From an optimization exercise on the open Yosys and OpenROAD flow, aimed at small area, a short achievable clock period and few clock cycles; shortcuts taken in it are not production practice. RTL that was checked went through simulation tests only; none was proved equivalent to the original. No activity file was given, so power comes from the tool's default toggle rates.

## the reference run
// riscv_core
module riscv_core
(
  input  logic                raw_clk,
  input  logic                button_reset,
  input  logic                button_halt,
  output logic [15:0]         mem_addr,
  output logic [31:0]         mem_wdata,
  output logic [3:0]          mem_byte_en,
  output logic                mem_enable,
  output logic                mem_write,
  input  logic [31:0]         mem_rdata,
  output logic                halted,
  output logic                error
);
  logic [2:0]  st_funct3;
  logic [1:0]  st_ea_low;
  logic [31:0] store_wdata;
  logic [3:0]  store_byte_en;
  logic [2:0]  ld_funct3;
  logic [1:0]  ld_ea_low;
  logic [31:0] load_value;
  logic [31:1] rs1_sel;
  logic [31:1] rs2_sel;
  logic [31:0] rs1_data;
  logic [31:0] rs2_data;
  logic        rd_we;
  logic [4:0]  rd_addr;
  logic [31:0] rd_wdata;
  logic [2:0]  alu_funct3;
  logic        alu_sub;
  logic        alu_arith;
  logic [31:0] operand_a;
  logic [31:0] operand_b;
  ...
For scale: ~4800 cells after synthesis, ~1200 flip-flops, ~91 I/O pins, roughly 59000 sq um of cells after synthesis.
make LEC_CHECK=0 ABC_CLOCK_PERIOD_IN_PS=4500 CAP_MARGIN=20 CORE_MARGIN=2 CORE_UTILIZATION=40 SETUP_SLACK_MARGIN=5 SLEW_MARGIN=20 finish   # period 12.0 ns
run.sh (not shown) runs the stock make flow with config.mk's settings and CLKGATE_MAP_FILE= SYNTH_SCRIPT=/design/flow/synth_recipe.tcl, a recipe that flattens the netlist after the stock synthesis.
The inputs of the trial run differ from those of the reference run as listed below.
Settings: a deleted SETUP_SLACK_MARGIN that had been 5; a deleted ABC_CLOCK_PERIOD_IN_PS that had been 4500.
Notes after the runs:
- Between the trial run and the reference run, the difference in design area is negligible.
- The reference run finished all stages; the layout is clean.
- No stage failed in the trial run, and the final checks on the layout all came back clean.
- The trial run ends up with lower number of buffers and inverters on the critical path than the reference run does.
- The trial run — combinational share of power 0.2 points lower, the reference run as reference
- The setup slack of the trial run is smaller than that of the reference run.
- Cmp the trial run and the reference run / routed length on met2 / higher: the trial run
- The trial run and the reference run ended up with nearly the same relative contribution of the clock network to total power.
- The non-clock buffer count in the trial run sits 3.9% below the value recorded for the reference run.
No functional check of the RTL was part of any run of this note.

riscv_core, a different RTL version from the one above (not shown whole).
Size: about 4600 cells after synthesis, ~1200 flip-flops, ~91 I/O pins.
make LEC_CHECK=0 ABC_CLOCK_PERIOD_IN_PS=6000 CAP_MARGIN=20 CORE_MARGIN=2 CORE_UTILIZATION=40 SETUP_SLACK_MARGIN=4 SLEW_MARGIN=20 finish   # period 12.0 ns
The starting point finished clean.
Next try:
ABC_CLOCK_PERIOD_IN_PS = default   (was 6000)
SETUP_SLACK_MARGIN = default   (was 4)
What happened: Worst hold slack hardly moves; maximum frequency fell by roughly a tenth; total power drops slightly; synthesized cell count does not change.
Function was not checked in any run of this note: the RTL went through the layout flow alone.

riscv_core, a different RTL version from the one above (not shown whole).
For scale: about 5300 cells after synthesis, about 1300 flip-flops, ~63000 um2 of cells after synthesis.
clock: 12.0 ns
lec_check: 0
cap_margin: 20
core_margin: 2
core_utilization: 40
cts_cluster_diameter: 100
cts_cluster_size: 20
slew_margin: 20
standard.sh (not shown) runs the stock make flow with config.mk's settings and CLKGATE_MAP_FILE= SYNTH_SCRIPT=/design/flow/synth_recipe.tcl, a recipe that flattens the netlist after the stock synthesis.
==> flow/flow/run.sh <==
#!/bin/bash
set -euo pipefail
export SETUP_SLACK_MARGIN=${MARGIN:-6.8}
bash standard.sh > standard_flow.log 2>&1
Testbench counts at the start, summed over its fixed seeds: cycles 132,078.
Then changed:
- CTS_CLUSTER_DIAMETER: 100 -> not set
- CTS_CLUSTER_SIZE: 20 -> not set
The changed run finished clean.
Synthesized cell count does not change.
Wire length increases by about 1.4%.
Critical path depth went up by 12.
Sequential power is about the same.
Global-route usage went up by 0.59 points.
Die area stays the same.
Cell count grows by about 2%.
Setup slack improved by 0.090 ns.

## the baseline
Another version of the RTL of riscv_core (not shown whole).
Size: about 1300 flip-flops, roughly 91 I/O pins, about 0.060 mm² of cells after synthesis.
Settings: LEC_CHECK=0, CAP_MARGIN=20, CORE_MARGIN=2, CORE_UTILIZATION=40, CTS_CLUSTER_DIAMETER=100, CTS_CLUSTER_SIZE=20, SLEW_MARGIN=20; clock period 12.0 ns.
==> flow/flow/run.sh <==
#!/bin/bash
set -euo pipefail
export SETUP_SLACK_MARGIN=${MARGIN:-7.5}
bash standard.sh > standard_flow.log 2>&1
The baseline went all the way through the flow, and no timing, DRC or antenna check failed.
## Diff of input files: the candidate against the baseline
==> flow/flow/run.sh <==
#!/bin/bash
set -euo pipefail
export SETUP_SLACK_MARGIN=${MARGIN:-7.0}
bash standard.sh > standard_flow.log 2>&1
Notes after the runs:
No stage failed in the candidate, and the final checks on the layout all came back clean.
On time the worst path needs with I/O delays and setup, the lower figure sits with the baseline, not the candidate.
Sort the candidate and the baseline by count of filler cells inserted in the layout, descending, and the candidate comes first.
Higher achievable clock frequency was reported by the baseline, not the candidate.
No run of this note included a check of the RTL's function; only the layout flow was run.

Another version of the RTL of riscv_core (not shown whole).
Size: ~1,300 flip-flops, about 91 I/O pins.
export LEC_CHECK = 0
export CAP_MARGIN = 20
export CORE_MARGIN = 2
export CORE_UTILIZATION = 40
export CTS_CLUSTER_DIAMETER = 100
export CTS_CLUSTER_SIZE = 20
export SLEW_MARGIN = 20
create_clock -name core_clock -period 12.0 [get_ports {raw_clk}]
==> flow/flow/run.sh <==
#!/bin/bash
set -euo pipefail
export SETUP_SLACK_MARGIN=${MARGIN:-7.5}
bash standard.sh > standard_flow.log 2>&1
Testbench counts at the start, summed over its fixed seeds: cycles 134,829.
Edit:
==> flow/flow/run.sh (replaced) <==
#!/bin/bash
set -euo pipefail
export SETUP_SLACK_MARGIN=${MARGIN:-7.0}
bash standard.sh > standard_flow.log 2>&1
Final cell count fell by 3.6%.
Via count decreases by about 5%.
Setup slack is worse by 0.41 ns.
Non-clock buffer count drops by 246.

## static timing again, ports no longer ideal
No port has a modelled driver above. Below, the same layouts with a new extraction and two added sets of constraints. Step 1 assumes that a clkbuf_16 drives the clock port and a buf_2 every other input. Step 2 adds t to the input delays and takes it off the output delays; t is the mean of the earliest and latest rising clock arrival at the registers after step 1. Input paths then give back, and output paths get back, about the clock's delay inside the block. a / b / c = ideal ports / drivers / drivers and shift; a / b = the first two.
run	t, ns	slack for setup (ns)	worst register clock-pin slew, ns	pins driven straight from the clock port
the reference run	0.863	5.128 / 5.128 / 5.128	0.07 / 0.07	1
the trial run	0.859	4.424 / 4.424 / 4.424	0.07 / 0.07	1
the first run of note 2	0.823	4.279 / 4.279 / 4.279	0.07 / 0.07	1
the second run of note 2	0.820	3.157 / 3.157 / 3.157	0.07 / 0.07	1
the first run of note 3	0.813	6.639 / 6.651 / 5.886	0.10 / 0.10	1
the second run of note 3	0.883	6.729 / 6.729 / 5.985	0.07 / 0.07	1
the baseline	0.828	7.297 / 7.297 / 6.676	0.10 / 0.10	1
the candidate	0.816	6.889 / 6.889 / 6.294	0.10 / 0.10	1
the first run of note 5	0.828	7.297 / 7.297 / 6.676	0.10 / 0.10	1
the second run of note 5	0.816	6.889 / 6.889 / 6.294	0.10 / 0.10	1
After both steps every run listed still meets setup and hold. For the first run of note 3, which loses most, drivers alone change the setup slack by +0.012 ns; drivers and shift together by -0.753 ns.
